This design comes from an exercise in tuning for small area, a short achievable clock period and few clock cycles per item on the open sky130 flow, not from production work.
The RTL was checked by simulation tests, not by an equivalence proof against the original design.
Power and IR drop assume default switching activity.

== before ==
// radix_digit_emitter_unit
module radix_digit_emitter_unit (
  input  logic                         clk_i,
  input  logic                         rst_ni,
  input  logic                         cfg_valid_i,
  output logic                         cfg_ready_o,
  input  logic [rdx_pkg::CfgIdxW-1:0]  cfg_index_i,
  input  logic [rdx_pkg::CfgDataW-1:0] cfg_data_i,
  input  logic                         s_axis_tvalid,
  output logic                         s_axis_tready,
  input  logic [31:0]                  s_axis_tdata,    
  output logic                         m_axis_tvalid,
  input  logic                         m_axis_tready,
  output logic [7:0]                   m_axis_tdata,    
  output logic                         m_axis_tlast,
  output logic                         m_axis_tuser     
);
Size in the first run: roughly 440 flip-flops, about 120 I/O pins, ~0.029 mm² of cells after synthesis.
clock: 12.0 ns
lec_check: 0
abc_area: 1
cap_margin: 20
core_margin: 2
core_utilization: 40
cts_cluster_diameter: 150
cts_cluster_size: 20
slew_margin: 20
standard.sh (not shown) runs the stock make flow with config.mk's settings and CLKGATE_MAP_FILE= SYNTH_SCRIPT=/design/flow/synth_recipe.tcl, a recipe that flattens the netlist after the stock synthesis.
==> flow/flow/run.sh <==
#!/bin/bash
# Layout: the standard flow (standard.sh), unchanged in its steps, with
# two settings passed to it:
#  - SETUP_SLACK_MARGIN=8.6: the resizer's setup repair keeps working until the
#    paths have 8.6 ns of slack at the design's 12 ns clock (about 3.4 ns), so the
#    layout is timed for speed although it is signed off at 12 ns as usual.
#  - BUFFER_PORTS_ARGS: every input and output port still gets its own
#    buffer, as in the standard flow, but a buf_2 instead of the delay cell
#    the flow picks by default.
# The clock, constraints, floorplan, power grid and all other steps are the
# standard ones. All tool output goes to standard.log and the ORFS logs.
cp standard.sh standard.sh.log 2>/dev/null
export SETUP_SLACK_MARGIN=8.6
export BUFFER_PORTS_ARGS="-buffer_cell sky130_fd_sc_hd__buf_2"
bash standard.sh > standard.log 2>&1
Testbench counts of before, summed over its fixed seeds: cycles 32,169, items 2,304.
Changes in after relative to before:
--- a/flow/design.v
+++ b/flow/design.v
@@ -332,19 +332,18 @@
   logic [4:0]   base_q;
   logic         bit_q;
   logic [4*N-1:0] dig_q;
   logic [3:0]   edig_q [N];
   logic [N-1:0] eact_q;
   logic         eneg_q;
   logic         lo_ph_q, top_q;
   logic [4*K-1:0] pdig_q;
   logic [4:0]   pbase_q;
-  logic [3:0]   px_q;
   logic         pbit_q, pmore_q;
   logic        e_v_q;
   logic [1:0]  e_kind_q;
   logic [3:0]  e_dig_q;
   logic        e_last_q;
   logic        o_v_q, s_v_q;
   logic        o_e_q;
   logic [9:0]  o_d_q, s_d_q;
   logic       pow2, odd, tern, conv;
@@ -417,19 +416,19 @@
   assign win  = 5'(ext >> base_q);
   assign pext = {4'b0, q_mag_i, 1'b0};
   assign pwin = 5'(pext >> pbase_q);
   logic [4:0] rh;
   logic [1:0] i_d1;
   logic [3:0] i_d0;
   assign rh = {hp, odd};
   always_comb begin
     logic [5:0] x, r1, r2, r3;
-    x  = {2'b0, px_q};
+    x  = {2'b0, pwin[4:1]};
     r1 = {1'b0, rh};
     r2 = {rh, 1'b0};
     r3 = {1'b0, rh} + {rh, 1'b0};
     if (x >= r3) begin
       i_d1 = 2'd3;
       i_d0 = 4'(x - r3);
     end else if (x >= r2) begin
       i_d1 = 2'd2;
       i_d0 = 4'(x - r2);
@@ -448,39 +447,35 @@
     .hp_i  (hp),
     .odd_i (odd),
     .dig_o (pdig_n)
   );
   logic xfer, handoff, efree, pfull;
   assign pfull = |pdig_q[4*(K-1) +: 4];
   always_comb begin
     pst_d = pst_q;
     unique case (pst_q)
-      rdx_pkg::PIdle: if (q_valid_i && conv) pst_d = rdx_pkg::PLoad;
-      rdx_pkg::PLoad: pst_d = rdx_pkg::PInit;
-      rdx_pkg::PInit: pst_d = pmore_q ? rdx_pkg::PRun : rdx_pkg::PStop;
+      rdx_pkg::PIdle: if (q_valid_i && conv) pst_d = rdx_pkg::PInit;
+      rdx_pkg::PInit: pst_d = (pbase_q == 5'd0) ? rdx_pkg::PStop : rdx_pkg::PRun;
       rdx_pkg::PRun:  if (pfull || pbase_q == 5'd0) pst_d = rdx_pkg::PStop;
       default: ;
     endcase
     if (xfer) pst_d = rdx_pkg::PIdle;
   end
   always_ff @(posedge clk_i) begin
     unique case (pst_q)
       rdx_pkg::PIdle: pbase_q <= pbase0;
-      rdx_pkg::PLoad: begin
-        px_q    <= pwin[4:1];
-        pbit_q  <= pwin[0];
-        pbase_q <= pbase_q - 5'd1;
-        pmore_q <= (pbase_q != 5'd0);
-      end
       rdx_pkg::PInit: begin
         pdig_q  <= '0;
         pdig_q[3:0] <= i_d0;
         pdig_q[5:4] <= i_d1;
+        pbit_q  <= pwin[0];
+        pbase_q <= pbase_q - 5'd1;
+        pmore_q <= (pbase_q != 5'd0);
       end
       rdx_pkg::PRun: begin
         if (!pfull) begin
           pdig_q  <= pdig_n;
           pbit_q  <= pwin[0];
           pbase_q <= pbase_q - 5'd1;
           pmore_q <= (pbase_q != 5'd0);
         end
       end
==> run summary <==
Between after and before, it is after whose number of stages on the worst hold path is higher, by 2. Relative to before, post-synthesis xor/xnor area fraction decreased by 0.31 points in after. From before to after the numbers moved as follows: share of total power in the clock network fell 1.0 points; sequential share of power fell 2.5 points. after ends up with a number of detailed-routing iterations run before antenna repair that is 2 lower than in before. Routed wire length sits higher in after than in before. Delta(post-layout minimum cycle time, after - before) < 0. The data arrival time of the critical path in after sits 0.03 ns below the value recorded for before. Cell area deteriorates in after relative to before. Compared with before, after shows a lower post-synthesis instance area. Of after and before, after shows the lower count of clock-buffer cells in the layout, with before above it. after vs before, post-cts gate resize count went up by 8. Taking before as the reference point, the worst setup slack of after rises by 0.033 ns.
Testbench counts of after, summed over its fixed seeds: cycles 31,744, items 2,304.

---

radix_digit_emitter_unit, a different RTL version from the one above (not shown whole).
Size: about 3200 cells after synthesis, ~430 flip-flops, about 120 I/O pins, about 27000 µm² of cells after synthesis.
export LEC_CHECK = 0
export ABC_AREA = 1
export CAP_MARGIN = 20
export CORE_MARGIN = 2
export CORE_UTILIZATION = 40
export CTS_CLUSTER_DIAMETER = 150
export CTS_CLUSTER_SIZE = 20
export SLEW_MARGIN = 20
create_clock -name core_clock -period 12.0 [get_ports {clk_i}]
Scripts as last shown in full above: flow/flow/run.sh
Testbench counts at the start, summed over its fixed seeds: cycles 31,535, items 2,304.
Change:
--- a/flow/design.v
+++ b/flow/design.v
@@ -326,25 +326,25 @@
 );
   localparam int N = rdx_pkg::NDig;
   localparam int K = rdx_pkg::NPre;
   rdx_pkg::emit_state_e est_q, est_d;
   rdx_pkg::conv_state_e cst_q, cst_d;
   rdx_pkg::pre_state_e  pst_q, pst_d;
   logic [31:0]  mag_q;
   logic         neg_q;
   logic [4:0]   base_q;
   logic         bit_q;
   logic [4*N-1:0] dig_q;
   logic [3:0]   edig_q [N];
-  logic [3:0]   eidx_q;
+  logic [N-1:0] eact_q;
   logic         eneg_q;
   logic         lo_ph_q, top_q;
   logic [4*K-1:0] pdig_q;
   logic [4:0]   pbase_q;
   logic         pbit_q, pmore_q;
   logic        e_v_q;
   logic [1:0]  e_kind_q;
   logic [3:0]  e_dig_q;
   logic        e_last_q;
   logic        o_v_q, s_v_q;
   logic        o_e_q;
   logic [9:0]  o_d_q, s_d_q;
@@ -496,33 +496,38 @@
     .cout_o ()
   );
   always_comb begin
     cst_d = cst_q;
     unique case (cst_q)
       rdx_pkg::CConv: if (base_q == 5'd0) cst_d = rdx_pkg::CDone;
       rdx_pkg::CDone: if (efree) cst_d = rdx_pkg::CIdle;
       default: ;
     endcase
     if (xfer && conv) cst_d = pmore_q ? rdx_pkg::CConv : rdx_pkg::CDone;
   end
   assign handoff = (cst_q == rdx_pkg::CDone) && efree;
-  logic [3:0] top_h;
+  logic [N-1:0] act_h;
   always_comb begin
-    top_h = '0;
-    for (int i = 1; i < N; i++) if (|dig_q[4*i +: 4]) top_h = 4'(i);
+    logic [N-1:0] nzc;
+    for (int i = 0; i < N; i++) nzc[i] = |dig_q[4*i +: 4];
+    act_h[N-1] = nzc[N-1];
+    for (int i = N - 2; i >= 0; i--) act_h[i] = act_h[i+1] | nzc[i];
+    act_h[0] = 1'b1;
   end
   logic [3:0] topdig;
   always_comb begin
     topdig = '0;
-    for (int i = 0; i < N; i++) if (eidx_q == 4'(i)) topdig = edig_q[i];
+    for (int i = 0; i < N; i++) begin
+      if (eact_q[i] && (i == N - 1 || !eact_q[(i + 1) % N])) topdig = topdig | edig_q[i];
+    end
   end
   logic [1:0] t_hi, t_lo;
   logic       emit_hi;
   always_comb begin
     t_hi = (topdig >= 4'd6) ? 2'd2 : (topdig >= 4'd3) ? 2'd1 : 2'd0;
     t_lo = 2'(topdig - 4'(t_hi) * 4'd3);
   end
   assign emit_hi = tern && !lo_ph_q && !(top_q && t_hi == 2'd0);
   logic       adv;
   logic       it_v, it_last, fin;
   logic [1:0] it_kind;
   logic [3:0] it_dig;
@@ -547,25 +552,25 @@
         it_kind = rdx_pkg::KMinus;
         est_d   = pow2 ? rdx_pkg::EPow : rdx_pkg::EDig;
       end
       rdx_pkg::EPow: begin
         it_v    = 1'b1;
         it_dig  = win[4:1] & kmask;
         it_last = (base_q == 5'd0);
         fin     = it_last;
       end
       rdx_pkg::EDig: begin
         it_v    = 1'b1;
         it_dig  = !tern ? topdig : emit_hi ? {2'b0, t_hi} : {2'b0, t_lo};
-        it_last = (eidx_q == 4'd0) && !emit_hi;
+        it_last = !eact_q[1] && !emit_hi;
         fin     = it_last;
       end
       default: fin = 1'b1;
     endcase
     if (fin) est_d = rdx_pkg::EIdle;
     xfer = 1'b0;
     if (q_valid_i && known_i) begin
       if (!conv) xfer = fin && adv;
       else       xfer = (pst_q == rdx_pkg::PRun || pst_q == rdx_pkg::PStop) &&
                         (cst_q == rdx_pkg::CIdle || handoff);
     end
     if (xfer && !conv) begin
@@ -589,32 +594,32 @@
         est_q <= est_d;
         e_v_q <= it_v;
       end
     end
   end
   always_ff @(posedge clk_i) begin
     if (adv) begin
       e_kind_q <= it_kind;
       e_dig_q  <= it_dig;
       e_last_q <= it_last;
       if (handoff) begin
         for (int i = 0; i < N; i++) edig_q[i] <= dig_q[4*i +: 4];
-        eidx_q  <= top_h;
+        eact_q  <= act_h;
         eneg_q  <= neg_q;
         lo_ph_q <= 1'b0;
         top_q   <= 1'b1;
       end else if (est_q == rdx_pkg::EDig) begin
         top_q   <= 1'b0;
         lo_ph_q <= emit_hi;
-        if (!emit_hi) eidx_q <= eidx_q - 4'd1;
+        if (!emit_hi) eact_q <= eact_q >> 1;
       end
     end
   end
   always_ff @(posedge clk_i) begin
     if (xfer) begin
       mag_q  <= q_mag_i;
       neg_q  <= q_neg_i;
       base_q <= conv ? pbase_q : base0;
     end else if (est_q == rdx_pkg::EPow && adv) begin
       base_q <= base_q - 5'(k);
     end else if (cst_q == rdx_pkg::CConv) begin
       base_q <= base_q - 5'd1;
After rerunning: Design area decreases by a few percent. Combinational power decreases by roughly a tenth. Core utilization falls by 3.8 points. First-iteration DRC count came out higher by a few percent. Die area rises by a few percent. Worst setup slack improves by 0.052 ns. Register-to-register slack improves by 0.18 ns. Total power decreases by a few percent.
Testbench counts after the change, summed over its fixed seeds: cycles 31,535, items 2,304.

[port drivers added, routing unchanged]
No port has a modelled driver above. Below, the same layouts with a new extraction and two added sets of constraints. Step 1 sets driving cells, clkbuf_16 on the clock port and buf_2 on the other inputs (assumed; they add their load-dependent delay and slew). Step 2, shift: input delay + t, output delay - t, t = (earliest + latest rising clock arrival at the registers) / 2. This alone moves slack from input paths to output paths. Three values: ideal, step 1, step 2; two values: the first two.
run	t (ns)	setup WS [ns]	worst setup path after step 2	latest minus earliest clock arrival (ns)	worst register clock-pin slew, ns
before	0.661	8.436 / 8.370 / 8.054	input to register	0.039 / 0.039	0.10 / 0.10
after	0.661	8.469 / 8.407 / 8.080	input to register	0.031 / 0.031	0.10 / 0.10
the first run of note 2	0.652	8.421 / 8.360 / 8.214	input to register	0.031 / 0.030	0.10 / 0.10
the second run of note 2	0.641	8.473 / 8.409 / 8.126	input to register	0.032 / 0.033	0.10 / 0.10
After both steps every run listed still meets setup and hold. The setup slack of after, which loses most, moves by -0.062 ns with the drivers and by -0.389 ns with both steps.
